Source: an optimization exercise on an open RTL-to-GDS flow (aim: a short achievable clock period and few clock cycles). Production flows keep margins and buffers that such runs may drop.
Function was checked by simulation only, so behaviour that the tests miss may differ from the original.
The flow treats the clock pin as an ideal source, which a real chip does not have.
Power figures rest on the tool's default switching activity, not on a simulated workload.

[design/flow/flow/run.sh]
#!/bin/bash
# Layout flow: the standard ORFS flow (standard.sh), run whole, with two changes:
#  - buffer_ports uses sky130_fd_sc_hd__buf_4 for the port buffers instead of its default
#    pick (a slow delay-buffer cell); every port still gets its buffer.
#  - the half- and full-adder cells (ha, fa) are added to the platform's don't-use list, so
#    synthesis leaves adders and 2-input XOR/AND pairs to abc as plain gates instead of
#    extracting them into those slow, fixed cells. Registers, their names and cell types are
#    those of the standard synthesis (same script, same flip-flop mapping).
# The full output of the run goes to flow_standard.log in the work folder.
set -euo pipefail
DONT_USE="sky130_fd_sc_hd__probe_p_8 sky130_fd_sc_hd__probec_p_8 sky130_fd_sc_hd__lpflow_bleeder_1 sky130_fd_sc_hd__lpflow_clkbufkapwr_1 sky130_fd_sc_hd__lpflow_clkbufkapwr_16 sky130_fd_sc_hd__lpflow_clkbufkapwr_2 sky130_fd_sc_hd__lpflow_clkbufkapwr_4 sky130_fd_sc_hd__lpflow_clkbufkapwr_8 sky130_fd_sc_hd__lpflow_clkinvkapwr_1 sky130_fd_sc_hd__lpflow_clkinvkapwr_16 sky130_fd_sc_hd__lpflow_clkinvkapwr_2 sky130_fd_sc_hd__lpflow_clkinvkapwr_4 sky130_fd_sc_hd__lpflow_clkinvkapwr_8 sky130_fd_sc_hd__lpflow_decapkapwr_12 sky130_fd_sc_hd__lpflow_decapkapwr_3 sky130_fd_sc_hd__lpflow_decapkapwr_4 sky130_fd_sc_hd__lpflow_decapkapwr_6 sky130_fd_sc_hd__lpflow_decapkapwr_8 sky130_fd_sc_hd__lpflow_inputiso0n_1 sky130_fd_sc_hd__lpflow_inputiso0p_1 sky130_fd_sc_hd__lpflow_inputiso1n_1 sky130_fd_sc_hd__lpflow_inputiso1p_1 sky130_fd_sc_hd__lpflow_inputisolatch_1 sky130_fd_sc_hd__lpflow_isobufsrc_1 sky130_fd_sc_hd__lpflow_isobufsrc_16 sky130_fd_sc_hd__lpflow_isobufsrc_2 sky130_fd_sc_hd__lpflow_isobufsrc_4 sky130_fd_sc_hd__lpflow_isobufsrc_8 sky130_fd_sc_hd__lpflow_isobufsrckapwr_16 sky130_fd_sc_hd__lpflow_lsbuf_lh_hl_isowell_tap_1 sky130_fd_sc_hd__lpflow_lsbuf_lh_hl_isowell_tap_2 sky130_fd_sc_hd__lpflow_lsbuf_lh_hl_isowell_tap_4 sky130_fd_sc_hd__lpflow_lsbuf_lh_isowell_4 sky130_fd_sc_hd__lpflow_lsbuf_lh_isowell_tap_1 sky130_fd_sc_hd__lpflow_lsbuf_lh_isowell_tap_2 sky130_fd_sc_hd__lpflow_lsbuf_lh_isowell_tap_4 sky130_fd_sc_hd__ha_1 sky130_fd_sc_hd__ha_2 sky130_fd_sc_hd__ha_4 sky130_fd_sc_hd__fa_1 sky130_fd_sc_hd__fa_2 sky130_fd_sc_hd__fa_4"
bash standard.sh \
    BUFFER_PORTS_ARGS="-buffer_cell sky130_fd_sc_hd__buf_4" \
    DONT_USE_CELLS="$DONT_USE" \
    finish > flow_standard.log 2>&1
[design/flow/standard.sh]
#!/bin/bash
# synth_recipe.tcl (not shown) runs the flow's synth.tcl, then flattens the netlist and writes it again
# the make line also repeats each setting of config.mk as NAME=value (left out here)
make -C /OpenROAD-flow-scripts/flow DESIGN_CONFIG=/design/flow/config.mk WORK_HOME=/design/flow/orfs CLKGATE_MAP_FILE= SYNTH_SCRIPT=/design/flow/synth_recipe.tcl "${@:-finish}"
[design/flow/config.mk]
export PLATFORM = sky130hd
export DESIGN_NAME = cpuCore
export DESIGN_NICKNAME = cpuCore
export VERILOG_FILES = /design/flow/design.v
export SDC_FILE = /design/flow/constraint.sdc
export NUM_CORES = 4
export LEC_CHECK = 0
export CAP_MARGIN = 20
export CORE_MARGIN = 2
export CORE_UTILIZATION = 30
export PLACE_DENSITY = 0.45
export SLEW_MARGIN = 20
[design/flow/constraint.sdc]
create_clock -name core_clock -period 14.0 [get_ports {clock}]
set_input_delay 2.8000 -clock core_clock [delete_from_list [all_inputs] [get_ports {clock}]]
set_output_delay 2.8000 -clock core_clock [all_outputs]
set_load 0.01 [all_outputs]
[design/flow/design.v]
package cpuPkg;
    localparam int DATA_W      = 32;
    localparam int REG_ADDR_W  = 5;
    localparam int NUM_REGS    = 2 ** REG_ADDR_W;
    localparam int PC_W        = 12;           
    localparam int OPCODE_W    = 5;
    localparam int SHAMT_W     = 5;
    localparam int IMM_W       = 17;           
    localparam int QUEUE_DEPTH = 4;
    localparam int QPTR_W      = $clog2(QUEUE_DEPTH);
    localparam logic [REG_ADDR_W-1:0] STATUS_REG = 5'd30;
    localparam logic [DATA_W-1:0] EXC_ADD  = 32'd1;
    localparam logic [DATA_W-1:0] EXC_ADDI = 32'd2;
    localparam logic [DATA_W-1:0] EXC_SUB  = 32'd3;
    typedef enum logic [OPCODE_W-1:0] {
        ALU_R = 5'd0,
        J     = 5'd1,
        BNE   = 5'd2,
        ADDI  = 5'd5,
        BLT   = 5'd6,
        SW    = 5'd7,
        LW    = 5'd8
    } opcode_e;
    typedef enum logic [4:0] {
        ADD = 5'd0,
        SUB = 5'd1,
        AND = 5'd2,
        OR  = 5'd3,
        SLL = 5'd4,
        SRA = 5'd5
    } aluOp_e;
    typedef enum logic {
        EXEC,
        LOAD_WAIT           
    } execState_e;
    typedef struct packed {
        logic [PC_W-1:0]   pc;
        logic [DATA_W-1:0] instr;
    } fetchEntry_t;
    typedef struct packed {
        logic                  en;
        logic [REG_ADDR_W-1:0] addr;
        logic [DATA_W-1:0]     data;
    } regWrite_t;
    typedef struct packed {
        logic              we;
        logic [DATA_W-1:0] addr;
        logic [DATA_W-1:0] data;
    } storeReq_t;
    typedef struct packed {
        logic neq;
        logic lt;         
        logic overflow;   
    } aluFlags_t;
endpackage
module regFile (
    input  logic                          clock,
    input  logic                          rstQ,
    input  logic [cpuPkg::NUM_REGS-1:0]   selA,
    input  logic [cpuPkg::NUM_REGS-1:0]   selB,
    input  logic [cpuPkg::NUM_REGS-1:0]   wrSel,
    input  logic [cpuPkg::DATA_W-1:0]     wrData,
    output logic [cpuPkg::DATA_W-1:0]     rdDataA,
    output logic [cpuPkg::DATA_W-1:0]     rdDataB
);
    logic [cpuPkg::DATA_W-1:0] regs [cpuPkg::NUM_REGS];
    always_ff @(posedge clock) begin
        for (int i = 0; i < cpuPkg::NUM_REGS; i++) begin
            if (rstQ || (i == 0)) begin
                regs[i] <= '0;
            end else if (wrSel[i]) begin
                regs[i] <= wrData;
            end
        end
    end
    always_comb begin
        rdDataA = '0;
        rdDataB = '0;
        for (int i = 1; i < cpuPkg::NUM_REGS; i++) begin
            rdDataA = rdDataA | (selA[i] ? regs[i] : '0);
            rdDataB = rdDataB | (selB[i] ? regs[i] : '0);
        end
    end
endmodule
module ksAdder #(
    parameter int W = 32
) (
    input  logic [W-1:0] a,
    input  logic [W-1:0] b,
    input  logic         cin,
    output logic [W-1:0] sum,
    output logic         cout
);
    localparam int N = W + 1;            
    localparam int L = $clog2(N);
    logic [(L+1)*N-1:0] g;
    logic [(L+1)*N-1:0] p;
    assign g[N-1:0] = {a & b, cin};
    assign p[N-1:0] = {a ^ b, 1'b0};
    for (genvar l = 0; l < L; l++) begin : lvl
        localparam int D = 1 << l;
        for (genvar k = 0; k < N; k++) begin : bitk
            if (k >= D) begin : comb
                assign g[(l+1)*N+k] = g[l*N+k] | (p[l*N+k] & g[l*N+k-D]);
                assign p[(l+1)*N+k] = p[l*N+k] & p[l*N+k-D];
            end else begin : pass
                assign g[(l+1)*N+k] = g[l*N+k];
                assign p[(l+1)*N+k] = p[l*N+k];
            end
        end
    end
    assign sum  = p[N-1:1] ^ g[L*N +: W];
    assign cout = g[L*N+N-1];
endmodule
module cpuCore (
    input  logic                       clock,
    input  logic                       rst,
    input  logic [cpuPkg::DATA_W-1:0]  imemData,
    input  logic [cpuPkg::DATA_W-1:0]  dmemRdData,
    output logic [cpuPkg::PC_W-1:0]    imemAddr,
    output cpuPkg::storeReq_t          dmemReq,
    output cpuPkg::regWrite_t          regWrite
);
    localparam int DW = cpuPkg::DATA_W;
    localparam int PW = cpuPkg::PC_W;
    localparam int AW = cpuPkg::REG_ADDR_W;
    localparam int NR = cpuPkg::NUM_REGS;
    function automatic logic [NR-1:0] oneHot(input logic [AW-1:0] r);
        oneHot = '0;
        oneHot[r] = 1'b1;
    endfunction
    logic [PW-1:0] pc;
    logic [PW-1:0] pcNext;
    logic [PW-1:0] pcOutN;
    assign imemAddr = ~pcOutN;
    localparam int BTB_N  = 4;
    localparam int BTB_IW = $clog2(BTB_N);
    logic              btbValid [BTB_N];
    logic [PW-1:0]     btbTag   [BTB_N];
    logic [PW-1:0]     btbTgt   [BTB_N];
    logic [BTB_N-1:0]  btbMatch;
    logic              btbHit;
    logic [PW-1:0]     btbOut;
    logic [PW-1:0]     seqNext;
    always_comb begin
        btbOut = '0;
        for (int i = 0; i < BTB_N; i++) begin
            btbMatch[i] = btbValid[i] && (btbTag[i] == pc);
            btbOut      = btbOut | (btbMatch[i] ? btbTgt[i] : '0);
        end
    end
    assign btbHit  = |btbMatch;
    assign seqNext = btbHit ? btbOut : pc + 1'b1;
    logic          eRedirQ;
    logic          fValidR, sValidR, dValidR, eValidR;
    logic          fValid;      
    assign fValid = fValidR && !eRedirQ;
    logic [PW-1:0] fPc;
    logic [PW-1:0] fPcPlus1;
    logic          fBtbHit;     
    logic [4:0]    fOp;
    logic [PW-1:0] fOff;
    logic          fIsJ, fIsBr, fPredTaken, fRedirect;
    logic          fUseA, fUseB, fUseC;
    logic [AW-1:0] fSrcA, fSrcB;
    logic [NR-1:0] fSelA, fSelB;
    logic          fIsSw;
    assign fOp        = imemData[31:27];
    assign fOff       = imemData[PW-1:0];
    assign fIsJ       = (fOp == 5'd1);
    assign fIsBr      = (fOp == 5'd2) || (fOp == 5'd6);
    assign fPredTaken = fIsBr && (fOff != '0) && (fOff[PW-1] || (fOp == 5'd2));
    assign fRedirect  = fValid && fIsJ && !fBtbHit;
    assign fIsSw      = (fOp == 5'd7);
    assign fSrcA      = fIsBr ? imemData[26:22] : imemData[21:17];
    assign fSrcB      = fIsBr ? imemData[21:17] : fIsSw ? imemData[26:22] : imemData[16:12];
    assign fSelA      = fIsBr ? oneHot(imemData[26:22]) : oneHot(imemData[21:17]);
    assign fSelB      = fIsBr ? oneHot(imemData[21:17]) :
                        fIsSw ? oneHot(imemData[26:22]) : oneHot(imemData[16:12]);
    assign fUseA      = (fOp == 5'd0) || (fOp == 5'd5) || (fOp == 5'd8) || (fOp == 5'd7) ||
                        (fOp == 5'd2) || (fOp == 5'd6);
    assign fUseB      = (fOp == 5'd0) && (imemData[6:4] == 3'b000);
    assign fUseC      = (fOp == 5'd7) || (fOp == 5'd2) || (fOp == 5'd6);
    logic          sValid;
    assign sValid = sValidR && !eRedirQ;
    logic [DW-1:0] sIns;
    logic [PW-1:0] sPcPlus1;
    logic          sPredTaken, sBtbHit;
    logic          sUseA, sUseB, sUseC;
    logic [AW-1:0] sSrcA, sSrcB;
    logic [NR-1:0] sSelA, sSelB;
    logic          dValid;
    assign dValid = dValidR && !eRedirQ;
    logic [DW-1:0] dIns;
    logic [PW-1:0] dPcPlus1;
    logic [PW-1:0] dBrTarget;
    logic          dPredTaken;
    logic          dBtbHit;
    logic [AW-1:0] dSrcA, dSrcB;
    logic [NR-1:0] dSelA, dSelB;                         
    logic [4:0]    dOp;
    logic [AW-1:0] dRd;
    logic [4:0]    dFunct;
    logic          dIsAlu, dIsAddi, dIsLw, dIsSw, dIsBne, dIsBlt, dIsBr, dIsShift;
    logic          dUseA, dUseB, dUseImm;
    logic          dWen;
    logic          dStall;
    assign dOp      = dIns[31:27];
    assign dRd      = dIns[26:22];
    assign dFunct   = dIns[6:2];
    assign dIsAlu   = (dOp == 5'd0);
    assign dIsBne   = (dOp == 5'd2);
    assign dIsAddi  = (dOp == 5'd5);
    assign dIsBlt   = (dOp == 5'd6);
    assign dIsSw    = (dOp == 5'd7);
    assign dIsLw    = (dOp == 5'd8);
    assign dIsBr    = dIsBne || dIsBlt;
    assign dIsShift = dIsAlu && ((dFunct == 5'd4) || (dFunct == 5'd5));
    assign dUseA    = dIsAlu || dIsAddi || dIsLw || dIsSw || dIsBr;
    assign dUseB    = (dIsAlu && (dFunct[4:2] == 3'b000)) || dIsBr || dIsSw;    
    assign dUseImm  = dIsAddi || dIsLw;
    assign dWen     = dIsAlu || dIsAddi || dIsLw;
    logic dBrCarry;
    ksAdder #(.W(PW)) dTargetAdd_i (
        .a(dPcPlus1), .b(dIns[PW-1:0]), .cin(1'b0), .sum(dBrTarget), .cout(dBrCarry)
    );
    logic          eValid;
    assign eValid = eValidR && !eRedirQ;
    logic [PW-1:0] eRedirTarget;                         
    logic [AW-1:0] eRd;
    logic          eWen, eIsLw, eIsSw, eIsBne, eIsBlt, eIsAddi, ePredTaken, eBrChk;
    logic          eAdd, eSub, eAnd, eOr, eSll, eSra;    
    logic          eSum;                                 
    logic [4:0]    eShamt;
    logic [DW-1:0] eA, eB, eSh, eImm;
    logic          mValid, mWen, mIsLw, mOvf;
    logic [AW-1:0] mDest;
    logic [DW-1:0] mVal;                                 
    logic [DW-1:0] mCode;                                
    logic          wValid, wWen, wIsLw, wZero;
    logic [AW-1:0] wDest;
    logic [NR-1:0] wSel;                                 
    logic [DW-1:0] wVal;
    logic          rwEn;
    logic [AW-1:0] rwAddr;
    logic [DW-1:0] rwData;
    logic          dmWe;
    logic [DW-1:0] dmAddr;
    logic [DW-1:0] dmData;
    logic [DW-1:0] rfA, rfB;
    logic [DW-1:0] wrData;
    logic          rstQ;
    assign wrData = wZero ? '0 : (wIsLw ? dmemRdData : wVal);
    always_ff @(posedge clock) begin
        rstQ <= rst;
    end
    regFile regFile_i (
        .clock(clock), .rstQ(rstQ),
        .selA(dSelA), .selB(dSelB),
        .wrSel(wSel), .wrData(wrData),
        .rdDataA(rfA), .rdDataB(rfB)
    );
    logic [DW-1:0] sum, diff, shl, sra, result, addr;
    logic          ovfAdd, ovfSub, ovf;
    logic          neq, lt, taken, mispredict, eRedirect;
    logic sumCarry, diffCarry;
    ksAdder #(.W(DW)) sumAdd_i (
        .a(eA), .b(eB), .cin(1'b0), .sum(sum), .cout(sumCarry)
    );
    logic addrCarry;
    ksAdder #(.W(DW)) addrAdd_i (
        .a(eA), .b(eImm), .cin(1'b0), .sum(addr), .cout(addrCarry)
    );
    ksAdder #(.W(DW)) diffAdd_i (
        .a(eA), .b(~eB), .cin(1'b1), .sum(diff), .cout(diffCarry)
    );
    assign shl  = eSh << eShamt;
    assign sra  = $signed(eSh) >>> eShamt;
    always_comb begin
        result = '0;
        if (eAdd || eSum) result = sum;
        if (eSub)         result = diff;
        if (eAnd)         result = eA & eB;
        if (eOr)          result = eA | eB;
        if (eSll)         result = shl;
        if (eSra)         result = sra;
    end
    assign ovfAdd = (eA[DW-1] == eB[DW-1]) && (sum[DW-1] != eA[DW-1]);
    assign ovfSub = (eA[DW-1] != eB[DW-1]) && (diff[DW-1] != eA[DW-1]);
    assign ovf    = ((eAdd || eIsAddi) && ovfAdd) || (eSub && ovfSub);
    assign neq        = (eA != eB);
    assign lt         = (eA[DW-1] != eB[DW-1]) ? eA[DW-1] : diff[DW-1];
    assign taken      = (eIsBne && neq) || (eIsBlt && lt);
    assign mispredict = eValid && eBrChk && (taken != ePredTaken);
    assign eRedirect  = mispredict || (eValid && ovf);
    function automatic logic hit1(input logic [AW-1:0] src);
        hit1 = (src != '0) && eValid && eWen && (eRd == src);
    endfunction
    function automatic logic [DW-1:0] fwdOld(input logic [AW-1:0] src, input logic [DW-1:0] rf);
        if (src == '0)                              fwdOld = '0;
        else if (mValid && mWen && (mDest == src))  fwdOld = mVal;
        else if (wValid && wWen && (wDest == src))  fwdOld = wrData;
        else                                        fwdOld = rf;
    endfunction
    logic [DW-1:0] oldA, oldB;
    logic          h1A, h1B;
    assign oldA = fwdOld(dSrcA, rfA);
    assign oldB = fwdOld(dSrcB, rfB);
    assign h1A  = hit1(dSrcA);
    assign h1B  = hit1(dSrcB);
    logic          dStallQ, stallNext, hazNew, hazHold;
    logic          nUseA, nUseB, nUseC;
    logic [AW-1:0] nRs, nRt, nRd;
    function automatic logic ldMatch(input logic [AW-1:0] src, input logic [AW-1:0] dst);
        ldMatch = (src != '0) && (src == dst);
    endfunction
    assign nUseA = sValid ? sUseA : fUseA;
    assign nUseB = sValid ? sUseB : fUseB;
    assign nUseC = sValid ? sUseC : fUseC;
    assign nRs   = sValid ? sIns[21:17] : imemData[21:17];
    assign nRt   = sValid ? sIns[16:12] : imemData[16:12];
    assign nRd   = sValid ? sIns[26:22] : imemData[26:22];
    assign hazNew  = (dValid && dIsLw &&
                      ((nUseA && ldMatch(nRs, dRd)) || (nUseB && ldMatch(nRt, dRd)) ||
                       (nUseC && ldMatch(nRd, dRd)))) ||
                     (eValid && eIsLw &&
                      ((nUseA && ldMatch(nRs, eRd)) || (nUseB && ldMatch(nRt, eRd)) ||
                       (nUseC && ldMatch(nRd, eRd))));
    assign hazHold = eValid && eIsLw &&
                     ((dUseA && ldMatch(dSrcA, eRd)) || (dUseB && ldMatch(dSrcB, eRd)));
    assign stallNext = dStall ? hazHold : hazNew;
    assign dStall    = dValid && dStallQ;
    logic          dAdv, dropF, dRedirect;
    logic [PW-1:0] pcEarly;
    assign dAdv      = !dStall;
    assign dropF     = !dAdv && sValid && fValid;
    assign pcEarly   = dropF ? fPc : seqNext;
    assign dRedirect = dValid && dAdv && dPredTaken && !dBtbHit;
    always_comb begin
        if (eRedirect) begin
            pcNext = eRedirTarget;
        end else if (dRedirect) begin
            pcNext = dBrTarget;
        end else begin
            pcNext = (fRedirect && !dropF) ? fOff : pcEarly;
        end
    end
    always_ff @(posedge clock) begin
        if (rst) begin
            pc      <= '0;
            pcOutN  <= '1;
            eRedirQ <= 1'b0;
            fValidR <= 1'b0;
            sValidR <= 1'b0;
            dValidR <= 1'b0;
            eValidR <= 1'b0;
        end else begin
            eRedirQ <= eRedirect;
            pc      <= pcNext;
            pcOutN  <= ~pcNext;
            if (dRedirect) begin
                fValidR <= 1'b0;
                sValidR <= 1'b0;
                dValidR <= 1'b0;
                eValidR <= 1'b1;
            end else begin
                fValidR <= !dropF && !fRedirect;
                if (dAdv) begin
                    dValidR <= sValid || fValid;
                    sValidR <= sValid && fValid;
                end else if (!sValid) begin
                    sValidR <= fValid;
                end
                eValidR <= dValid && dAdv;
            end
        end
    end
    always_ff @(posedge clock) begin
        if (rst) begin
            dStallQ <= 1'b0;
        end else begin
            dStallQ <= stallNext;
        end
    end
    always_ff @(posedge clock) begin
        fPc      <= pc;
        fPcPlus1 <= pc + 1'b1;
        fBtbHit  <= btbHit;
        if (dAdv) begin
            dIns       <= sValid ? sIns       : imemData;
            dPcPlus1   <= sValid ? sPcPlus1   : fPcPlus1;
            dPredTaken <= sValid ? sPredTaken : fPredTaken;
            dBtbHit    <= sValid ? sBtbHit    : fBtbHit;
            dSrcA      <= sValid ? sSrcA      : fSrcA;
            dSrcB      <= sValid ? sSrcB      : fSrcB;
            dSelA      <= sValid ? sSelA      : fSelA;
            dSelB      <= sValid ? sSelB      : fSelB;
        end
        if (dAdv || !sValid) begin
            sIns       <= imemData;
            sPcPlus1   <= fPcPlus1;
            sPredTaken <= fPredTaken;
            sBtbHit    <= fBtbHit;
            sUseA      <= fUseA;
            sUseB      <= fUseB;
            sUseC      <= fUseC;
            sSrcA      <= fSrcA;
            sSrcB      <= fSrcB;
            sSelA      <= fSelA;
            sSelB      <= fSelB;
        end
    end
    logic              bwEn;
    logic [BTB_IW-1:0] bwPtr;
    logic [PW-1:0]     bwTag;
    logic [PW-1:0]     bwTgt;
    always_ff @(posedge clock) begin
        if (rst) begin
            bwEn  <= 1'b0;
            bwPtr <= '0;
            for (int i = 0; i < BTB_N; i++) begin
                btbValid[i] <= 1'b0;
            end
        end else begin
            bwEn <= dRedirect || fRedirect;
            if (bwEn) begin
                btbValid[bwPtr] <= 1'b1;
                bwPtr           <= bwPtr + 1'b1;
            end
        end
    end
    logic [PW-1:0] dPc;
    assign dPc = dPcPlus1 - 1'b1;
    always_ff @(posedge clock) begin
        bwTag <= dRedirect ? dPc : fPc;
        bwTgt <= dRedirect ? dBrTarget : fOff;
        if (bwEn) begin
            btbTag[bwPtr] <= bwTag;
            btbTgt[bwPtr] <= bwTgt;
        end
    end
    always_ff @(posedge clock) begin
        eRedirTarget <= (dIsBr && !dPredTaken) ? dBrTarget : dPcPlus1;
        eRd          <= dRd;
        eWen         <= dWen;
        eIsLw        <= dIsLw;
        eIsSw        <= dIsSw;
        eIsBne       <= dIsBne;
        eIsBlt       <= dIsBlt;
        eIsAddi      <= dIsAddi;
        ePredTaken   <= dPredTaken;
        eBrChk       <= dIsBr && (dIns[PW-1:0] != '0);
        eAdd         <= dIsAlu && (dFunct == 5'd0);
        eSub         <= dIsAlu && (dFunct == 5'd1);
        eAnd         <= dIsAlu && (dFunct == 5'd2);
        eOr          <= dIsAlu && (dFunct == 5'd3);
        eSll         <= dIsAlu && (dFunct == 5'd4);
        eSra         <= dIsAlu && (dFunct == 5'd5);
        eSum         <= dIsAddi;
        eShamt       <= dIns[11:7];
        eA           <= h1A ? result : oldA;
        eImm         <= {{(DW - cpuPkg::IMM_W){dIns[cpuPkg::IMM_W-1]}}, dIns[cpuPkg::IMM_W-1:0]};
        eB           <= dUseImm ?
                        {{(DW - cpuPkg::IMM_W){dIns[cpuPkg::IMM_W-1]}}, dIns[cpuPkg::IMM_W-1:0]} :
                        (h1B ? result : oldB);
        eSh          <= !dIsShift ? '0 : (h1A ? result : oldA);
    end
    always_ff @(posedge clock) begin
        if (rst) begin
            mValid <= 1'b0;
            wValid <= 1'b0;
            rwEn   <= 1'b0;
            dmWe   <= 1'b0;
            wSel   <= '0;
        end else begin
            mValid <= eValid;
            wValid <= mValid;
            rwEn   <= wValid && wWen;
            dmWe   <= eValid && eIsSw;
            wSel   <= (mValid && mWen) ? oneHot(mDest) : '0;
        end
    end
    always_ff @(posedge clock) begin
        mWen   <= eWen;
        mIsLw  <= eIsLw;
        mOvf   <= ovf;
        mDest  <= ovf ? cpuPkg::STATUS_REG : eRd;
        mVal   <= result;
        mCode  <= eIsAddi ? cpuPkg::EXC_ADDI : eSub ? cpuPkg::EXC_SUB : cpuPkg::EXC_ADD;
        dmAddr <= addr;
        dmData <= eB;
        wWen   <= mWen;
        wIsLw  <= mIsLw;
        wZero  <= (mDest == '0);
        wDest  <= mDest;
        wVal   <= mOvf ? mCode : mVal;
        rwAddr <= wDest;
        rwData <= wrData;
    end
    assign dmemReq.we   = dmWe;
    assign dmemReq.addr = dmAddr;
    assign dmemReq.data = dmData;
    assign regWrite.en   = rwEn;
    assign regWrite.addr = rwAddr;
    assign regWrite.data = rwData;
endmodule
==> impl_metrics.csv, run 1 <==
group,metric,value,unit
run_status,status,"complete, no violations",
die,chipWidth,534,um
routing,finalWirelength,431000,um
pwr,p_leak,0.0338,uW
die,die_area,0.286,sq mm
routing,dr_wl_met3,49700,um
worst_hold_path,hold_class,"reg -> reg",
clock_tree,clk_pin_slew,0.06,ns
setup_path,path_common_cell,"o21ai_0",
clock_tree,cts.htree.levels,4,
die,die_h,534,um
setup_path,critPathMaxStageDelay,0.75,ns
synthesis,syn_area,0.0844,sq mm
routing,route.detailed.drc,0,
sta,max_freq,196,MHz
setup_path,end_kind,"flip-flop",
grt,antenna_found_initial,30,
sta,skew,0.0805,ns
sta,relSlewSlack,6.01,%
clock_tree,clockBufferDepth,4,
grt,grt_pass1_wl,587000,um
sta,worstMarginPinSlew,1.40,ns
grt,overflow,0,
worst_hold_path,whs_path_depth,0,
routing,dr_total_vias,76900,
synthesis,yosys_warnings,3,
synthesis,ys_types,96,
grt,grt_pass1_vias,71600,
routing,met2_length,174000,um
sta,min_period,5.10,ns
sta,rsz0062_at_grt,"false",
setup_path,crit_arrival,5.81,ns
routing,top_layer_used,"met5",
cells_and_area,seqCellArea,0.0389,sq mm
cells_and_area,multi_input_area,0.0423,sq mm
sta,final_hold_viol_count,0,
routing,vias_per_cell,6.11,
routing,ant_nets,0,
setup_path,cp.required,14.71,ns
sta,finalSetupViolCount,0,
cells_and_area,fin_util,34.4,%
cells_and_area,n_fill_cell,28500,
setup_path,worst-path-max-fanout,17,
die,boundaryPins,181,
setup_path,crit_type,"reg -> reg",
pwr,p_per_area,118,mW/mm^2
synthesis,synth_seq_cells,1771,
job,maxCapViolations,0,
cells_and_area,final_cell_mix,"nor2_1 (1419), dfxtp_1 (1395), mux2i_1 (1174)",
synthesis,synth_edf_count,334,
clock_tree,post_cts_buffers,0,
setup_path,worst-r2r-cell-count,11,
setup_path,startpoint_type,"flip-flop",
cells_and_area,final_nets,8748,
setup_path,crit_slowest_cell,"a21oi_1",
routing,drt_iter0_markers,13300,
pwr,finalPower,11300,uW
pwr,ir_drop,99.7,uV
synthesis,synth_cells,8898,
clock_tree,insertion_delay,0.92,ns
die,coreArea,0.280,sq mm
routing,m1WireLength,184000,um
place,port_buffers,180,
synthesis,syn_nets,8964,
synthesis,seq_area_frac_synth,46.0,%
clock_tree,cts.sinks,1771,
cells_and_area,drive_gt1_share,11.1,%
cells_and_area,final_common_cell,"nor2_1",
sta,slew_violations,0,
synthesis,syn_area_per_cell,9.48,sq um
cells_and_area,areaGrowthSynthToFinish,14.0,%
place,gp_congestion,0.977,
clock_tree,cts_resized,0,
routing,dr.pass1.iters,9,
place,hpwlAfterDp,265000,um
routing,wl_per_cell,34.3,um
die,start_util,30.2,%
synthesis,async_flop_share,0,%
clock_tree,holdBufCountCts,0,
grt,track_usage,28.9,%
clock_tree,cts_tree,"built",
die,rows,194,
setup_path,path_cells,"nor2b_1 > or2_2 > a2111oi_0 > a221oi_1 > a21boi_0 > o211ai_1 > a21o_1 > a31oi_1 > o21ai_0 > a21oi_1 > o21ai_0",
grt,grt_max_degree,221,
clock_tree,cts_root_buffer,"clkbuf_16",
synthesis,synth_ff_type,"dfxtp_1",
clock_tree,cts_buffers,205,
sta,finalCritPeriodShare,36.4,%
sta,final.setup.tns,0,ns
## critical path: cells and delay by family (launching register included)
kind / cells / cell delay [ns]
compound gates: 9 / 3.77
flops: 1 / 0.66
simple gates: 2 / 0.51
## area by class of cell
| cell class | count | area share [%] |
|---|---|---|
| multi-input cells | 6184 | 43.9 |
| flip-flops and latches | 1771 | 40.5 |
| clock buffers | 299 | 6.22 |
| well taps | 3724 | 4.84 |
| repair buffers | 420 | 3.35 |
| clock inverters | 68 | 0.741 |
| inverters | 100 | 0.393 |
| diodes | 13 | 0.0338 |
## registers in the layout (all words and copies together), names as in the netlist, 27 cells and up
name	cells
btbTag	48
btbTgt	48
dIns	27
dSelA	31
dSelB	31
dmAddr	32
dmData	32
eA	32
eB	32
eSh	32
mVal	32
regFile_i.regs	992
rwData	32
sIns	32
sSelA	31
sSelB	31
wSel	31
wVal	32
## path summary, 6_finish.rpt
check	start	end	slack [ns]
min reg2reg	mIsLw	wIsLw	0.38
min	mIsLw	wIsLw	0.38
max	eA[4]	eB[13]	8.90
max reg2reg	eA[4]	eB[13]	8.90
## cell families after synthesis
logic type | count (synthesis) | synth area share [%]
flops | 1771 | 46.0
buf+inv | 943 | 4.27
simple gates | 2703 | 14.0
fa+ha+maj | 55 | 0.657
mux | 1268 | 15.8
xor+xnor | 279 | 2.90
compound gates | 1879 | 16.4
## per-stage QoR
stage	worst slack [ns]	instances	hold slack [ns]	area (sq um)
after global routing	8.80	12600	0.408	96200
after detailed placement	8.63	12200	0.346	89400
after CTS	9.23	12600	0.383	96100
after floorplan	9.33	8898	0.310	84400
final	8.90	12600	0.377	96200
after global placement	8.42	12200	0.360	89400
## Yosys cell counts, drive strengths merged (68+ instances only)
master | number | area, sq um
edfxtp | 334 | 10000
a222oi | 68 | 681
xor2 | 105 | 920
a221oi | 279 | 2440
xnor2 | 174 | 1530
nand4 | 156 | 976
nor2 | 1458 | 5470
clkbuf | 646 | 2420
a22o | 264 | 2310
nor2b | 80 | 500
nand3 | 161 | 806
inv | 98 | 368
mux2i | 1174 | 11800
nand2 | 479 | 1800
nor3 | 138 | 696
a21oi | 265 | 1330
buf | 197 | 805
o21ai | 219 | 1100
dfxtp | 1437 | 28800
a22oi | 403 | 3030
## routing by layer
metal	global-route usage, %	vias to the layer above
met3	8.17	1151
met2	40.4	5255
li1	-	32100
met5	0.200	-
met1	40.3	38400
met4	14.1	14
## report_power, final
part | switching [uW] | total [uW] | leakage (uW) | internal [uW]
registers | 84.8 | 5320 | 0.0153 | 5240
logic | 396 | 544 | 0.0152 | 148
clock network | 2310 | 5470 | 0.00330 | 3160
total | 2790 | 11300 | 0.0338 | 8550
Testbench counts, summed over its fixed seeds: cycles 167,388.
==> inputs of run 2 (changes only) <==
--- a/design/flow/config.mk
+++ b/design/flow/config.mk
@@ -7,6 +7,6 @@
 export LEC_CHECK = 0
 export CAP_MARGIN = 20
 export CORE_MARGIN = 2
-export CORE_UTILIZATION = 30
-export PLACE_DENSITY = 0.45
+export CORE_UTILIZATION = 45
+export PLACE_DENSITY = 0.6
 export SLEW_MARGIN = 20
==> run 2 against run 1 <==
- still clean
- clock skew decreased by 0.024 ns
- critical path depth stayed put
- clock power down 3%
- global-route usage is 10 points higher
- synthesized cell count stayed put
- critical endpoint is now eSh[15]
==> impl_metrics.csv, run 2 <==
group,metric,value,unit
routing,route.detailed.drc,0,
grt,grt_pass1_vias,71700,
die,rows,158,
cells_and_area,final_nets,8726,
grt,grtUsageMet2,52.4,%
place,place_inst,10900,
synthesis,synth_seq_cells,1771,
grt,met1_usage,52.0,%
clock_tree,holdBufCountCts,0,
run_status,status,"complete, no violations",
sta,finalSetupViolCount,0,
grt,grt_use_met3,15.0,%
cells_and_area,largest_register_ffs,992,
cells_and_area,areaGrowthSynthToFinish,11.7,%
die,boundaryPins,181,
setup_path,cp.required,14.74,ns
synthesis,syn_area,0.0844,sq mm
sta,rsz0062_at_grt,"false",
routing,wl_per_cell,34.3,um
sta,holdWs,0.323,ns
sta,worstMarginPinSlew,1.38,ns
synthesis,synth_area_leaders,"dfxtp_1 (34%), mux2i_1 (14%), edfxtp_1 (12%)",
synthesis,yosysTopAreaCell,"dfxtp_1",
pwr,p_leak,0.0336,uW
setup_path,crit_arrival,5.56,ns
die,chipWidth,437,um
clock_tree,post_cts_buffers,0,
clock_tree,cts_tree,"built",
clock_tree,cts_resized,0,
clock_tree,cts_buffers,186,
synthesis,synth_edf_count,334,
routing,dr_total_vias,77300,
die,die_h,437,um
routing,vias_per_cell,6.84,
job,maxCapViolations,0,
die,start_util,45.4,%
grt,grt_max_degree,198,
synthesis,async_flop_share,0,%
synthesis,synth_cells,8898,
sta,relSlewSlack,7.70,%
clock_tree,cts.htree.levels,4,
cells_and_area,fin_util,50.7,%
cells_and_area,n_fill_cell,17100,
cells_and_area,final_common_cell,"nor2_1",
place,port_buffers,180,
pwr,p_per_area,118,mW/mm^2
setup_path,end_kind,"flip-flop",
place,hpwlAfterDp,233000,um
synthesis,yosys_warnings,3,
sta,max_freq,208,MHz
grt,overflow,0,
clock_tree,insertion_delay,0.89,ns
setup_path,crit_type,"reg -> reg",
synthesis,synth_top_area_share,34.1,%
routing,dr.pass1.iters,11,
sta,skew,0.0569,ns
setup_path,startpoint_type,"flip-flop",
cells_and_area,reg.largest.list,"regFile_i.regs x992, btbTag x48, btbTgt x48",
cells_and_area,final_cells,11300,
cells_and_area,regMostFlops,"regFile_i.regs",
place,place_ws,8.59,ns
grt,grt_pass1_wl,538000,um
clock_tree,clockBufferDepth,3,
sta,final_hold_viol_count,0,
routing,finalWirelength,388000,um
clock_tree,clk_pin_slew,0.06,ns
synthesis,syn_area_per_cell,9.48,sq um
sta,slew_violations,0,
clock_tree,cts.sinks,1771,
sta,setup_ws,9.19,ns
routing,ant_nets,0,
sta,min_period,4.81,ns
grt,antenna_found_initial,13,
synthesis,ys_types,96,
routing,drt_iter0_markers,14400,
synthesis,synth_common_cells,"nor2_1 (1458), dfxtp_1 (1437), mux2i_1 (1174), clkbuf_1 (646), nand2_1 (479)",
die,die_area,0.191,sq mm
die,coreArea,0.186,sq mm
synthesis,synth_ff_type,"dfxtp_1",
synthesis,seq_area_frac_synth,46.0,%
synthesis,synth_most_common_cell,"nor2_1",
cells_and_area,drive_gt1_share,11.0,%
sta,final.setup.tns,0,ns
synthesis,syn_nets,8964,
sta,finalCritPeriodShare,34.4,%
clock_tree,cts_root_buffer,"clkbuf_16",
worst_hold_path,hold_class,"reg -> reg",
pwr,ir_drop,102,uV
place,gp_congestion,0.996,
setup_path,worst-path-max-fanout,15,
grt,busiest_layer,"met2",
cells_and_area,final_cell_mix,"nor2_1 (1422), dfxtp_1 (1397), mux2i_1 (1174)",
grt,track_usage,38.9,%
-- run 2: cell counts after synthesis --
Identical to the previous run, type by type.
-- run 2: routing by layer --
| metal | share of wire, % | wire, um |
|---|---|---|
| met5 | 0.095 | 367 |
| met4 | 7.4 | 28600 |
| met3 | 15 | 59100 |
| met2 | 39 | 150000 |
| met1 | 39 | 149000 |
-- run 2: layout make-up --
class / instances / area, sq um / share of cell area (%)
Inverter: 100 / 378 / 0.401
Sequential cell: 1771 / 38900 / 41.3
Multi-Input combinational cell: 6184 / 42200 / 44.7
Clock inverter: 90 / 1140 / 1.21
Tap cell: 2480 / 3100 / 3.29
Antenna cell: 6 / 15.0 / 0.0159
Clock buffer: 257 / 5340 / 5.67
Timing Repair Buffer: 417 / 3180 / 3.37
-- run 2: final timing paths --
path                            startpoint      end  slack (ns)  cells past startpoint
worst min register to register       mIsLw    wIsLw        0.32                      0
worst max-delay path                 eA[3]  eSh[15]        9.19                     11
worst min-delay path                 mIsLw    wIsLw        0.32                      0
worst max register to register       eA[3]  eSh[15]        9.19                     11
-- run 2: critical path: stages, from the launching register on --
cell and delay, ns:
dfxtp_1 0.67, a22oi_1 0.16, and3_1 0.27, o31ai_1 0.73
o211ai_1 0.34, a311oi_1 0.60, nor3_1 0.10, o32ai_1 0.46
a21oi_1 0.15, o21ai_0 0.78, o22ai_1 0.23, nor2b_1 0.19
-- run 2: cells by family after synthesis --
kind of cell               after synthesis  synth area share (%)
AOI/OAI and AO/OA                     1879                  16.4
xor gates and xnor gates               279                  2.90
adders and majority gates               55                 0.657
buffers and inverters                  943                  4.27
DFF                                   1771                  46.0
muxes                                 1268                  15.8
and+or+nand+nor                       2703                  14.0
-- run 2: power by group --
| part | internal, uW | switching, uW | total, uW |
|---|---|---|---|
| sequential | 5240 | 75.1 | 5310 |
| clock | 3020 | 2260 | 5290 |
| combinational | 148 | 387 | 535 |
| total | 8410 | 2730 | 11100 |
-- run 2: per-stage QoR --
stage	area, sq um	total power [uW]
3_5_place_dp	87700	5930
4_1_cts	94100	11100
6_report	94300	11100
2_1_floorplan	84400	5690
5_1_grt	94200	11400
3_3_place_gp	87600	5920
==> inputs of run 3 (changes only) <==
==> design/flow/flow/run.sh (replaced) <==
#!/bin/bash
# Layout flow: the standard ORFS flow (standard.sh), run whole, with two changes:
#  - buffer_ports uses sky130_fd_sc_hd__buf_4 for the port buffers instead of its default
#    pick (a slow delay-buffer cell); every port still gets its buffer.
#  - the half- and full-adder cells (ha, fa) are added to the platform's don't-use list, so
#    synthesis leaves adders and 2-input XOR/AND pairs to abc as plain gates instead of
#    extracting them into those slow, fixed cells. Registers, their names and cell types are
#    those of the standard synthesis (same script, same flip-flop mapping).
#  - the delay cells (dlygate*, dlymetal*, clkdlybuf*) and the weakest _0 gates are also
#    don't-use, so that repair_design, with the tighter slew and cap margins of config.mk,
#    fixes slow nets with real buffers and stronger gates instead of delay cells.
# The full output of the run goes to flow_standard.log in the work folder.
set -euo pipefail
DONT_USE="sky130_fd_sc_hd__probe_p_8 sky130_fd_sc_hd__probec_p_8 sky130_fd_sc_hd__lpflow_bleeder_1 sky130_fd_sc_hd__lpflow_clkbufkapwr_1 sky130_fd_sc_hd__lpflow_clkbufkapwr_16 sky130_fd_sc_hd__lpflow_clkbufkapwr_2 sky130_fd_sc_hd__lpflow_clkbufkapwr_4 sky130_fd_sc_hd__lpflow_clkbufkapwr_8 sky130_fd_sc_hd__lpflow_clkinvkapwr_1 sky130_fd_sc_hd__lpflow_clkinvkapwr_16 sky130_fd_sc_hd__lpflow_clkinvkapwr_2 sky130_fd_sc_hd__lpflow_clkinvkapwr_4 sky130_fd_sc_hd__lpflow_clkinvkapwr_8 sky130_fd_sc_hd__lpflow_decapkapwr_12 sky130_fd_sc_hd__lpflow_decapkapwr_3 sky130_fd_sc_hd__lpflow_decapkapwr_4 sky130_fd_sc_hd__lpflow_decapkapwr_6 sky130_fd_sc_hd__lpflow_decapkapwr_8 sky130_fd_sc_hd__lpflow_inputiso0n_1 sky130_fd_sc_hd__lpflow_inputiso0p_1 sky130_fd_sc_hd__lpflow_inputiso1n_1 sky130_fd_sc_hd__lpflow_inputiso1p_1 sky130_fd_sc_hd__lpflow_inputisolatch_1 sky130_fd_sc_hd__lpflow_isobufsrc_1 sky130_fd_sc_hd__lpflow_isobufsrc_16 sky130_fd_sc_hd__lpflow_isobufsrc_2 sky130_fd_sc_hd__lpflow_isobufsrc_4 sky130_fd_sc_hd__lpflow_isobufsrc_8 sky130_fd_sc_hd__lpflow_isobufsrckapwr_16 sky130_fd_sc_hd__lpflow_lsbuf_lh_hl_isowell_tap_1 sky130_fd_sc_hd__lpflow_lsbuf_lh_hl_isowell_tap_2 sky130_fd_sc_hd__lpflow_lsbuf_lh_hl_isowell_tap_4 sky130_fd_sc_hd__lpflow_lsbuf_lh_isowell_4 sky130_fd_sc_hd__lpflow_lsbuf_lh_isowell_tap_1 sky130_fd_sc_hd__lpflow_lsbuf_lh_isowell_tap_2 sky130_fd_sc_hd__lpflow_lsbuf_lh_isowell_tap_4 sky130_fd_sc_hd__ha_1 sky130_fd_sc_hd__ha_2 sky130_fd_sc_hd__ha_4 sky130_fd_sc_hd__fa_1 sky130_fd_sc_hd__fa_2 sky130_fd_sc_hd__fa_4 sky130_fd_sc_hd__clkdlybuf4s15_1 sky130_fd_sc_hd__clkdlybuf4s15_2 sky130_fd_sc_hd__clkdlybuf4s18_1 sky130_fd_sc_hd__clkdlybuf4s18_2 sky130_fd_sc_hd__clkdlybuf4s25_1 sky130_fd_sc_hd__clkdlybuf4s25_2 sky130_fd_sc_hd__clkdlybuf4s50_1 sky130_fd_sc_hd__clkdlybuf4s50_2 sky130_fd_sc_hd__dlygate4sd1_1 sky130_fd_sc_hd__dlygate4sd2_1 sky130_fd_sc_hd__dlygate4sd3_1 sky130_fd_sc_hd__dlymetal6s2s_1 sky130_fd_sc_hd__dlymetal6s4s_1 sky130_fd_sc_hd__dlymetal6s6s_1  sky130_fd_sc_hd__a2111oi_0 sky130_fd_sc_hd__a21boi_0 sky130_fd_sc_hd__and2_0 sky130_fd_sc_hd__einvn_0 sky130_fd_sc_hd__o21ai_0 sky130_fd_sc_hd__o311ai_0 sky130_fd_sc_hd__or2_0"
bash standard.sh \
    BUFFER_PORTS_ARGS="-buffer_cell sky130_fd_sc_hd__buf_4" \
    DONT_USE_CELLS="$DONT_USE" \
    finish > flow_standard.log 2>&1
==> design/flow/config.mk (replaced) <==
export PLATFORM = sky130hd
export DESIGN_NAME = cpuCore
export DESIGN_NICKNAME = cpuCore
export VERILOG_FILES = /design/flow/design.v
export SDC_FILE = /design/flow/constraint.sdc
export NUM_CORES = 4
export LEC_CHECK = 0
export CAP_MARGIN = 40
export CORE_MARGIN = 2
export CORE_UTILIZATION = 30
export PLACE_DENSITY = 0.45
export SLEW_MARGIN = 60
==> run 3 against run 2 <==
- largest power group is now the clock network
- global-route usage shrank 9.7 points
- highest routed layer unchanged
- sequential share of layout area decreased by 2.6 points
- still clean on timing, DRC and antenna
- maximum frequency rose by 7.9%
- clock power increased by 5.3%
- core utilization is 15 points lower
- area after synthesis barely moved
- cell count rose by 13%
==> impl_metrics.csv, run 3 <==
group,metric,value,unit
run_status,status,"complete, no violations",
cells_and_area,drive_gt1_share,14.6,%
routing,finalWirelength,436000,um
clock_tree,cts.htree.levels,4,
die,boundaryPins,181,
place,gp_congestion,0.982,
sta,final_hold_viol_count,0,
cells_and_area,reg.largest.list,"regFile_i.regs x992, btbTag x48, btbTgt x48",
grt,grt_pass1_vias,72900,
routing,wl_per_cell,34.1,um
synthesis,seq_area_frac_synth,46.0,%
setup_path,crit_type,"reg -> out",
setup_path,critPathTopFamily,"flip-flops",
routing,drt_iter0_markers,12900,
sta,min_period,4.46,ns
setup_path,worst-path-max-fanout,1,
cells_and_area,final_common_cell,"nor2_1",
sta,finalSetupViolCount,0,
pwr,p_per_area,114,mW/mm^2
die,die_h,534,um
sta,holdWs,0.325,ns
die,rows,194,
setup_path,cp.required,11.20,ns
synthesis,synth_cells,8899,
synthesis,synth_common_cells,"nor2_1 (1457), dfxtp_1 (1437), mux2i_1 (1175), clkbuf_1 (642), nand2_1 (481)",
cells_and_area,largest_register_ffs,992,
clock_tree,insertion_delay,0.88,ns
die,die_area,0.286,sq mm
synthesis,syn_area_per_cell,9.49,sq um
grt,track_usage,29.2,%
clock_tree,cts_buffers,205,
synthesis,synth_seq_cells,1771,
sta,max_freq,224,MHz
die,start_util,30.2,%
worst_hold_path,hold_class,"reg -> reg",
sta,final.setup.tns,0,ns
cells_and_area,final_cell_mix,"nor2_1 (1418), dfxtp_1 (1366), mux2i_1 (1166)",
clock_tree,cts_resized,0,
clock_tree,holdBufCountCts,0,
synthesis,synth_edf_count,334,
setup_path,crit_slowest_cell,"dfxtp_1",
clock_tree,cts_tree,"built",
sta,relSlewSlack,51.7,%
clock_tree,post_cts_buffers,0,
synthesis,yosysTopAreaCell,"dfxtp_1",
grt,overflow,0,
cells_and_area,regMostFlops,"regFile_i.regs",
synthesis,synth_most_common_cell,"nor2_1",
synthesis,synth_ff_type,"dfxtp_1",
setup_path,end_kind,"primary output",
grt,grt_pass1_wl,596000,um
clock_tree,clockBufferDepth,4,
setup_path,crit_arrival,1.66,ns
setup_path,crit_buf_inv,1,
job,maxCapViolations,0,
clock_tree,clk_pin_slew,0.07,ns
sta,skew,0.0723,ns
synthesis,yosys_warnings,3,
routing,dr_total_vias,77800,
pwr,ir_drop,90.4,uV
synthesis,ys_types,93,
synthesis,synth_top_area_share,34.1,%
synthesis,synth_area_leaders,"dfxtp_1 (34%), mux2i_1 (14%), edfxtp_1 (12%)",
synthesis,syn_area,0.0844,sq mm
setup_path,startpoint,"dmData[22]",
setup_path,startpoint_type,"flip-flop",
synthesis,async_flop_share,0,%
synthesis,syn_nets,8965,
setup_path,path_cells,"buf_4",
sta,worstMarginPinSlew,0.724,ns
pwr,p_leak,0.0356,uW
sta,rsz0062_at_grt,"false",
routing,route.detailed.drc,0,
setup_path,critPathMaxStageDelay,0.57,ns
place,hpwlAfterDp,294000,um
setup_path,r2r-start,"eA[0]",
clock_tree,cts_root_buffer,"clkbuf_16",
grt,antenna_found_initial,35,
cells_and_area,final_nets,8975,
grt,grt_max_degree,94,
clock_tree,cts.sinks,1771,
die,chipWidth,534,um
die,coreArea,0.280,sq mm
cells_and_area,areaGrowthSynthToFinish,19.2,%
cells_and_area,fin_util,36.0,%
routing,ant_nets,0,
place,port_buffers,180,
routing,dr.pass1.iters,9,
sta,slew_violations,0,
sta,finalCritPeriodShare,31.8,%
routing,vias_per_cell,6.08,
worst_hold_path,hold_start,"mIsLw",
[run 3: per-stage QoR]
step	setup WS [ns]	instances	power, uW	area [sq um]
floorplan	9.24	8899	5700	84400
global route	9.44	12800	11800	101000
global placement	8.44	12200	5960	88900
detailed placement	8.86	12400	5990	93200
finish	9.54	12800	11500	101000
CTS	9.53	12800	11500	100000
[run 3: cells by family (layout without fill, tap and decap cells)]
family | Yosys count | in the layout | share of synthesized area [%]
other | 0 | 15 | 0
multiplexers | 1269 | 1269 | 15.8
flip-flops | 1771 | 1771 | 46.0
XOR/XNOR | 278 | 278 | 2.89
adder cells (fa/ha/maj) | 54 | 54 | 0.643
buffers and inverters | 946 | 1114 | 4.29
AND/OR/NAND/NOR | 2703 | 2703 | 14.0
AO/OA/AOI/OAI | 1878 | 1878 | 16.4
[run 3: final timing paths]
check,end,slack (ns),depth (start not counted)
worst min register to register,wIsLw,0.32,0
worst max register to register,eA[28],9.56,11
worst max-delay path,dmemReq[22],9.54,1
worst min-delay path,wIsLw,0.32,0
[run 3: layout make-up]
class                           count  area (sq um)
Antenna cell                       15          37.5
Inverter                           99           380
Sequential cell                  1771         39000
Tap cell                         3724          4660
Clock buffer                      294          5930
Fill cell                       28100        179000
Clock inverter                     71           851
Multi-Input combinational cell   6182         43100
Timing Repair Buffer              650          6720
[run 3: report_power, final]
group	total [uW]	switching [uW]	leakage, uW	internal [uW]
clock	5570	2310	0.00333	3260
combinational	597	417	0.0170	180
sequential	5320	79.3	0.0153	5240
[run 3: layer usage]
layer	global-route usage [%]	share of wire, %	routed length [um]
met1	40.3	42	183000
met2	41.4	41	177000
met3	8.06	12	50600
met4	14.8	5.8	25500
met5	0	0.028	120
==> inputs of run 4 (changes only) <==
--- a/design/flow/flow/run.sh
+++ b/design/flow/flow/run.sh
@@ -9,10 +9,13 @@
 #  - the delay cells (dlygate*, dlymetal*, clkdlybuf*) and the weakest _0 gates are also
 #    don't-use, so that repair_design, with the tighter slew and cap margins of config.mk,
 #    fixes slow nets with real buffers and stronger gates instead of delay cells.
+#  - before CTS, flow/upsize_out_regs.tcl gives the registers that drive the output ports
+#    the strongest flip-flop drive (dfxtp_4) and legalizes the placement.
 # The full output of the run goes to flow_standard.log in the work folder.
 set -euo pipefail
 DONT_USE="sky130_fd_sc_hd__probe_p_8 sky130_fd_sc_hd__probec_p_8 sky130_fd_sc_hd__lpflow_bleeder_1 sky130_fd_sc_hd__lpflow_clkbufkapwr_1 sky130_fd_sc_hd__lpflow_clkbufkapwr_16 sky130_fd_sc_hd__lpflow_clkbufkapwr_2 sky130_fd_sc_hd__lpflow_clkbufkapwr_4 sky130_fd_sc_hd__lpflow_clkbufkapwr_8 sky130_fd_sc_hd__lpflow_clkinvkapwr_1 sky130_fd_sc_hd__lpflow_clkinvkapwr_16 sky130_fd_sc_hd__lpflow_clkinvkapwr_2 sky130_fd_sc_hd__lpflow_clkinvkapwr_4 sky130_fd_sc_hd__lpflow_clkinvkapwr_8 sky130_fd_sc_hd__lpflow_decapkapwr_12 sky130_fd_sc_hd__lpflow_decapkapwr_3 sky130_fd_sc_hd__lpflow_decapkapwr_4 sky130_fd_sc_hd__lpflow_decapkapwr_6 sky130_fd_sc_hd__lpflow_decapkapwr_8 sky130_fd_sc_hd__lpflow_inputiso0n_1 sky130_fd_sc_hd__lpflow_inputiso0p_1 sky130_fd_sc_hd__lpflow_inputiso1n_1 sky130_fd_sc_hd__lpflow_inputiso1p_1 sky130_fd_sc_hd__lpflow_inputisolatch_1 sky130_fd_sc_hd__lpflow_isobufsrc_1 sky130_fd_sc_hd__lpflow_isobufsrc_16 sky130_fd_sc_hd__lpflow_isobufsrc_2 sky130_fd_sc_hd__lpflow_isobufsrc_4 sky130_fd_sc_hd__lpflow_isobufsrc_8 sky130_fd_sc_hd__lpflow_isobufsrckapwr_16 sky130_fd_sc_hd__lpflow_lsbuf_lh_hl_isowell_tap_1 sky130_fd_sc_hd__lpflow_lsbuf_lh_hl_isowell_tap_2 sky130_fd_sc_hd__lpflow_lsbuf_lh_hl_isowell_tap_4 sky130_fd_sc_hd__lpflow_lsbuf_lh_isowell_4 sky130_fd_sc_hd__lpflow_lsbuf_lh_isowell_tap_1 sky130_fd_sc_hd__lpflow_lsbuf_lh_isowell_tap_2 sky130_fd_sc_hd__lpflow_lsbuf_lh_isowell_tap_4 sky130_fd_sc_hd__ha_1 sky130_fd_sc_hd__ha_2 sky130_fd_sc_hd__ha_4 sky130_fd_sc_hd__fa_1 sky130_fd_sc_hd__fa_2 sky130_fd_sc_hd__fa_4 sky130_fd_sc_hd__clkdlybuf4s15_1 sky130_fd_sc_hd__clkdlybuf4s15_2 sky130_fd_sc_hd__clkdlybuf4s18_1 sky130_fd_sc_hd__clkdlybuf4s18_2 sky130_fd_sc_hd__clkdlybuf4s25_1 sky130_fd_sc_hd__clkdlybuf4s25_2 sky130_fd_sc_hd__clkdlybuf4s50_1 sky130_fd_sc_hd__clkdlybuf4s50_2 sky130_fd_sc_hd__dlygate4sd1_1 sky130_fd_sc_hd__dlygate4sd2_1 sky130_fd_sc_hd__dlygate4sd3_1 sky130_fd_sc_hd__dlymetal6s2s_1 sky130_fd_sc_hd__dlymetal6s4s_1 sky130_fd_sc_hd__dlymetal6s6s_1  sky130_fd_sc_hd__a2111oi_0 sky130_fd_sc_hd__a21boi_0 sky130_fd_sc_hd__and2_0 sky130_fd_sc_hd__einvn_0 sky130_fd_sc_hd__o21ai_0 sky130_fd_sc_hd__o311ai_0 sky130_fd_sc_hd__or2_0"
 bash standard.sh \
     BUFFER_PORTS_ARGS="-buffer_cell sky130_fd_sc_hd__buf_4" \
     DONT_USE_CELLS="$DONT_USE" \
+    PRE_CTS_TCL="$PWD/flow/upsize_out_regs.tcl" \
     finish > flow_standard.log 2>&1
==> design/flow/flow/upsize_out_regs.tcl (new file) <==
# Before CTS: the registers that drive the output ports (through the port buffers) are
# given a stronger drive (sky130_fd_sc_hd__dfxtp_4; same function, same register), since
# each drives a long wire to its port buffer at the die edge. Placement is then legalized.
set upsized 0
set strong [[ord::get_db] findMaster sky130_fd_sc_hd__dfxtp_4]
foreach bterm [[ord::get_db_block] getBTerms] {
  if {[$bterm getIoType] ne "OUTPUT"} { continue }
  set net [$bterm getNet]
  if {$net eq "NULL"} { continue }
  foreach it [$net getITerms] {
    if {![$it isOutputSignal]} { continue }
    foreach bit [[$it getInst] getITerms] {
      if {![$bit isInputSignal]} { continue }
      set n2 [$bit getNet]
      if {$n2 eq "NULL"} { continue }
      foreach dit [$n2 getITerms] {
        if {![$dit isOutputSignal]} { continue }
        set inst [$dit getInst]
        set m [[$inst getMaster] getName]
        if {$m eq "sky130_fd_sc_hd__dfxtp_1" || $m eq "sky130_fd_sc_hd__dfxtp_2"} {
          $inst swapMaster $strong
          incr upsized
        }
      }
    }
  }
}
puts "upsize_out_regs: $upsized output registers set to sky130_fd_sc_hd__dfxtp_4"
detailed_placement
==> run 4 against run 3 <==
- largest power group unchanged
- critical path depth rose by 10
- routed wire length about the same
- cell count is 0.13% higher
==> impl_metrics.csv, run 4 <==
group,metric,value,unit
sta,final.setup.tns,0,ns
synthesis,async_flop_share,0,%
place,gp_congestion,0.982,
grt,grt_use_met3,8.22,%
worst_hold_path,hold_class,"reg -> reg",
sta,rsz0062_at_grt,"false",
grt,track_usage,29.2,%
job,maxCapViolations,0,
sta,max_freq,227,MHz
sta,final_hold_viol_count,0,
place,place_inst,12400,
cells_and_area,n_fill_cell,28100,
clock_tree,cts_resized,0,
setup_path,end_kind,"flip-flop",
pwr,finalPower,11500,uW
synthesis,syn_nets,8965,
die,chipWidth,534,um
sta,relSlewSlack,52.5,%
grt,grt_max_degree,94,
clock_tree,insertion_delay,0.90,ns
grt,met1_usage,40.2,%
synthesis,synth_cells,8899,
sta,holdWs,0.324,ns
synthesis,synth_most_common_cell,"nor2_1",
synthesis,synth_edf_count,334,
die,coreArea,0.280,sq mm
cells_and_area,final_cell_mix,"nor2_1 (1418), dfxtp_1 (1264), mux2i_1 (1167)",
routing,vias_per_cell,6.10,
cells_and_area,drive_gt1_share,15.6,%
sta,skew,0.0876,ns
synthesis,yosysTopAreaCell,"dfxtp_1",
die,die_area,0.286,sq mm
synthesis,synth_common_cells,"nor2_1 (1457), dfxtp_1 (1437), mux2i_1 (1175), clkbuf_1 (642), nand2_1 (481)",
cells_and_area,reg.largest.list,"regFile_i.regs x992, btbTag x48, btbTgt x48",
clock_tree,holdBufCountCts,0,
synthesis,synth_ff_type,"dfxtp_1",
synthesis,syn_area_per_cell,9.49,sq um
pwr,ir_drop,105,uV
cells_and_area,multi_input_area,0.0431,sq mm
clock_tree,cts.sinks,1771,
cells_and_area,fin_util,36.2,%
routing,ant_nets,0,
cells_and_area,seqCellArea,0.0394,sq mm
routing,finalWirelength,437000,um
setup_path,startpoint_type,"flip-flop",
grt,grt_pass1_vias,73100,
die,rows,194,
place,port_buffers,180,
die,start_util,30.2,%
sta,slew_violations,0,
synthesis,synth_top_family_by_area,"compound AO/OA/AOI/OAI gates",
routing,dr_total_vias,78300,
cells_and_area,areaGrowthSynthToFinish,19.8,%
synthesis,synth_area_leaders,"dfxtp_1 (34%), mux2i_1 (14%), edfxtp_1 (12%)",
routing,dr.pass1.iters,9,
setup_path,worst-path-max-fanout,8,
synthesis,synth_top_area_share,34.1,%
clock_tree,clk_pin_slew,0.07,ns
pwr,p_per_area,114,mW/mm^2
clock_tree,post_cts_buffers,0,
grt,grtUsageMet2,41.3,%
synthesis,synth_mux_area_share,15.8,%
sta,worstMarginPinSlew,0.692,ns
cells_and_area,final_common_cell,"nor2_1",
cells_and_area,largest_register_ffs,992,
grt,busiest_layer,"met2",
sta,finalCritPeriodShare,31.4,%
synthesis,synth_seq_cells,1771,
cells_and_area,regMostFlops,"regFile_i.regs",
synthesis,synth_compound_area_share,16.4,%
synthesis,synthAdderAreaFrac,0.643,%
die,boundaryPins,181,
routing,route.detailed.drc,0,
synthesis,syn_area,0.0844,sq mm
sta,min_period,4.40,ns
grt,grt_pass1_wl,597000,um
setup_path,cp.required,14.69,ns
setup_path,rrSetupSlack,9.60,ns
synthesis,synth_xor_area_share,2.89,%
routing,drt_iter0_markers,12900,
die,die_h,534,um
routing,wl_per_cell,34.0,um
clock_tree,cts_buffers,208,
cells_and_area,final_nets,8977,
synthesis,synth-simple-area-share,14.0,%
cells_and_area,final_cells,12800,
grt,antenna_found_initial,36,
grt,overflow,0,
synthesis,seq_area_frac_synth,46.0,%
sta,finalSetupViolCount,0,
setup_path,crit_arrival,5.10,ns
run_status,status,"complete, no violations",
pwr,p_leak,0.0357,uW
synthesis,yosys_warnings,3,
setup_path,crit_type,"reg -> reg",
synthesis,ys_types,93,
place,hpwlAfterDp,294000,um
clock_tree,cts_tree,"built",
[run 4: cell counts after synthesis]
Identical to the previous run, type by type.
[run 4: critical path, stage by stage, from the launching register on]
cell and delay, ns:
dfxtp_1 0.60, o211ai_1 0.18, and3_1 0.30, o31ai_1 0.32, a32o_1 0.44, nand4_1 0.30, a22o_1 0.33, nand3b_1 0.28
maj3_1 0.32, mux2_2 0.38, o211ai_4 0.44, o22ai_1 0.30
[run 4: path summary, 6_finish.rpt]
path | startpoint | to | depth (start not counted)
max reg2reg | eA[0] | eA[28] | 11
min | mIsLw | wIsLw | 0
max | eA[0] | eA[28] | 11
min reg2reg | mIsLw | wIsLw | 0
[run 4: metal layers]
layer	part of all wire, %	wire length [um]	vias to the layer above
met1	42	182000	39000
li1	-	-	32600
met5	0.041	181	-
met4	6.1	26500	22
met2	41	177000	5449
met3	12	51100	1244
[run 4: cell type report]
| type | instances | area share [%] |
|---|---|---|
| antenna | 24 | 0.0594 |
| clock buffer | 309 | 5.96 |
| clock inverter | 65 | 0.874 |
| inverter | 99 | 0.376 |
| multi-input combinational | 6182 | 42.6 |
| sequential | 1771 | 38.9 |
| tap | 3724 | 4.61 |
| timing repair buffer | 649 | 6.62 |
[run 4: cell families after synthesis]
group | after synthesis
xor+xnor | 278
compound gates | 1878
fa+ha+maj | 54
flops | 1771
mux | 1269
simple gates | 2703
buf+inv | 946
[run 4: where the power goes]
group	total [uW]	internal (uW)	switching (uW)
registers	5310	5230	79.4
logic	597	180	417
clock network	5640	3320	2320
[run 4: through the flow]
step	area [sq um]	worst slack (ns)
finish	101000	9.60
floorplan	84400	9.24
global route	101000	9.47
global placement	88900	8.44
detailed placement	93200	8.86
CTS	100000	9.55
==> inputs of run 5 (changes only) <==
--- a/design/flow/config.mk
+++ b/design/flow/config.mk
@@ -7,6 +7,6 @@
 export LEC_CHECK = 0
 export CAP_MARGIN = 40
 export CORE_MARGIN = 2
-export CORE_UTILIZATION = 30
-export PLACE_DENSITY = 0.45
+export CORE_UTILIZATION = 45
+export PLACE_DENSITY = 0.6
 export SLEW_MARGIN = 60
==> run 5 against run 4 <==
- routed wire length decreased by 9.7%
- via count increased by 0.31%
- sequential share of layout area increased by 1.2 points
- critical path depth unchanged
- area after synthesis unchanged
- cell area decreased by 2.9%
- combinational power decreased by 5.4%
- worst hold slack improved by 0.0037 ns
- non-clock buffer count decreased by 56
- total power decreased by 3.1%
- largest power group unchanged
==> impl_metrics.csv, run 5 <==
group,metric,value,unit
run_status,status,"complete, no violations",
cells_and_area,final_nets,8903,
synthesis,synth_compound_area_share,16.4,%
synthesis,synth_most_common_cell,"nor2_1",
cells_and_area,multi_input_area,0.0429,sq mm
die,boundaryPins,181,
setup_path,end_kind,"flip-flop",
sta,slew_violations,0,
place,gp_congestion,1.02,
die,die_area,0.191,sq mm
cells_and_area,largest_register_ffs,992,
sta,finalSetupViolCount,0,
clock_tree,cts.sinks,1771,
sta,setup_ws,9.42,ns
synthesis,syn_area,0.0844,sq mm
clock_tree,post_cts_buffers,0,
synthesis,seq_area_frac_synth,46.0,%
synthesis,async_flop_share,0,%
die,start_util,45.4,%
grt,grt_pass1_wl,549000,um
pwr,ir_drop,105,uV
synthesis,synth_common_cells,"nor2_1 (1457), dfxtp_1 (1437), mux2i_1 (1175), clkbuf_1 (642), nand2_1 (481)",
place,place_ws,8.99,ns
synthesis,synth_ff_type,"dfxtp_1",
synthesis,syn_nets,8965,
setup_path,crit_type,"reg -> reg",
setup_path,crit_arrival,5.32,ns
clock_tree,insertion_delay,0.88,ns
die,rows,158,
pwr,power_frac_seq,47.4,%
pwr,p_leak,0.0352,uW
cells_and_area,n_fill_cell,16800,
job,maxCapViolations,0,
sta,min_period,4.58,ns
cells_and_area,final_common_cell,"nor2_1",
routing,wl_per_cell,34.3,um
sta,max_freq,218,MHz
die,die_h,437,um
setup_path,startpoint_type,"flip-flop",
sta,rsz0062_at_grt,"false",
routing,vias_per_cell,6.83,
routing,route.detailed.drc,0,
cells_and_area,final_cell_mix,"nor2_1 (1415), dfxtp_1 (1259), mux2i_1 (1169)",
grt,grt_max_degree,88,
synthesis,synth_top_family_by_area,"compound AO/OA/AOI/OAI gates",
synthesis,synth_seq_cells,1771,
cells_and_area,drive_gt1_share,15.1,%
sta,worstMarginPinSlew,0.726,ns
setup_path,cp.required,14.75,ns
cells_and_area,seqCellArea,0.0394,sq mm
pwr,p_sw,2720,uW
cells_and_area,regMostFlops,"regFile_i.regs",
grt,antenna_found_initial,24,
synthesis,synth-simple-area-share,14.0,%
clock_tree,cts_tree,"built",
synthesis,synthAdderAreaFrac,0.643,%
synthesis,syn_area_per_cell,9.49,sq um
pwr,comb_power_share,5.1,%
grt,track_usage,39.6,%
pwr,clkPwrFrac,47.5,%
routing,dr.pass1.iters,13,
synthesis,synth_top_area_share,34.1,%
synthesis,synth_xor_area_share,2.89,%
synthesis,ys_types,93,
synthesis,synth_area_leaders,"dfxtp_1 (34%), mux2i_1 (14%), edfxtp_1 (12%)",
pwr,swShare,24.3,%
grt,grt_pass1_vias,72800,
clock_tree,cts_buffers,190,
clock_tree,holdBufCountCts,0,
sta,final.setup.tns,0,ns
clock_tree,clk_pin_slew,0.06,ns
synthesis,yosysTopAreaCell,"dfxtp_1",
pwr,intPower,8460,uW
synthesis,synth_edf_count,334,
synthesis,synth_cells,8899,
routing,dr_total_vias,78500,
routing,finalWirelength,394000,um
clock_tree,cts_resized,0,
worst_hold_path,hold_class,"reg -> reg",
sta,relSlewSlack,51.6,%
die,chipWidth,437,um
setup_path,worst-path-max-fanout,8,
cells_and_area,reg.largest.list,"regFile_i.regs x992, btbTag x48, btbTgt x48",
sta,skew,0.0515,ns
sta,finalCritPeriodShare,32.7,%
grt,overflow,0,
place,hpwlAfterDp,261000,um
place,port_buffers,180,
synthesis,yosys_warnings,3,
routing,ant_nets,0,
cells_and_area,areaGrowthSynthToFinish,16.4,%
synthesis,synth_mux_area_share,15.8,%
pwr,finalPower,11200,uW
routing,drt_iter0_markers,15500,
die,coreArea,0.186,sq mm
sta,final_hold_viol_count,0,
pwr,p_per_area,114,mW/mm^2
[run 5: cell count changes in the layout (fill, tap and decap cells not counted), sizes merged]
cell      delta
bufinv       -2
clkinv      +17
diode       -10
inv          -1
clkbuf      -27
buf         -58
clkinvlp     -3
[run 5: critical path, cell delays in order (launching register included)]
cell and delay (ns):
dfxtp_1 0.68, xnor2_1 0.28, nor3_1 0.34, o211a_1 0.24, a32o_1 0.40, nand4_1 0.36, a21oi_1 0.23, and3b_1 0.28
mux2_2 0.39, o221ai_1 0.44, nand2_1 0.40, a311o_1 0.42
[run 5: power by group through the flow]
stage	Combinational (uW)	Clock [uW]	Sequential, uW
final	565	5310	5300
after global routing	575	5520	5310
after CTS	525	5320	5310
after detailed placement	523	0	5430
after global placement	481	0	5440
after floorplan	310	0	5390
[run 5: path summary, 6_finish.rpt]
| check | start | endpoint | slack, ns | cells past startpoint |
|---|---|---|---|---|
| worst max-delay path | eB[8] | pcOutN[2] | 9.42 | 11 |
| worst max register to register | eB[8] | pcOutN[2] | 9.42 | 11 |
| worst min register to register | mIsLw | wIsLw | 0.33 | 0 |
| worst min-delay path | mIsLw | wIsLw | 0.33 | 0 |
[run 5: through the flow]
step / hold WS (ns) / std cells / cell area, sq um / utilization (%)
after global placement: 0.318 / 10900 / 87100 / 46.9
after CTS: 0.326 / 11500 / 97700 / 52.6
after detailed placement: 0.312 / 11100 / 90800 / 48.8
after global routing: 0.335 / 11500 / 98200 / 52.9
after floorplan: 0.310 / 8899 / 84400 / -
final: 0.328 / 11500 / 98200 / 52.9
[run 5: kinds of logic after synthesis]
logic type	after synthesis
and+or+nand+nor	2703
AOI/OAI and AO/OA	1878
DFF	1771
muxes	1269
buffers and inverters	946
xor gates and xnor gates	278
adders and majority gates	54
[run 5: area by class of cell]
class                      count  share of cell area (%)
tap                         2480                    3.16
timing repair buffer         593                    6.03
clock inverter                76                   0.997
multi-input combinational   6182                    43.7
inverter                      99                   0.394
sequential                  1771                    40.1
antenna                       14                  0.0357
clock buffer                 280                    5.64
[run 5: layer usage]
| layer | GRT usage, % | part of all wire, % | vias up |
|---|---|---|---|
| li1 | - | - | 32400 |
| met1 | 52.9 | 39 | 38100 |
| met2 | 54.2 | 40 | 6340 |
| met3 | 15.0 | 15 | 1608 |
| met4 | 22.8 | 7.0 | 18 |
| met5 | 0.277 | 0.065 | - |

Setup slack of run 5, layout unchanged: 9.421 ns with ideal ports, 9.421 ns with driving cells assumed (clock clkbuf_16, inputs buf_2), 8.832 ns with port delays also shifted by the 0.947 ns mid clock arrival.
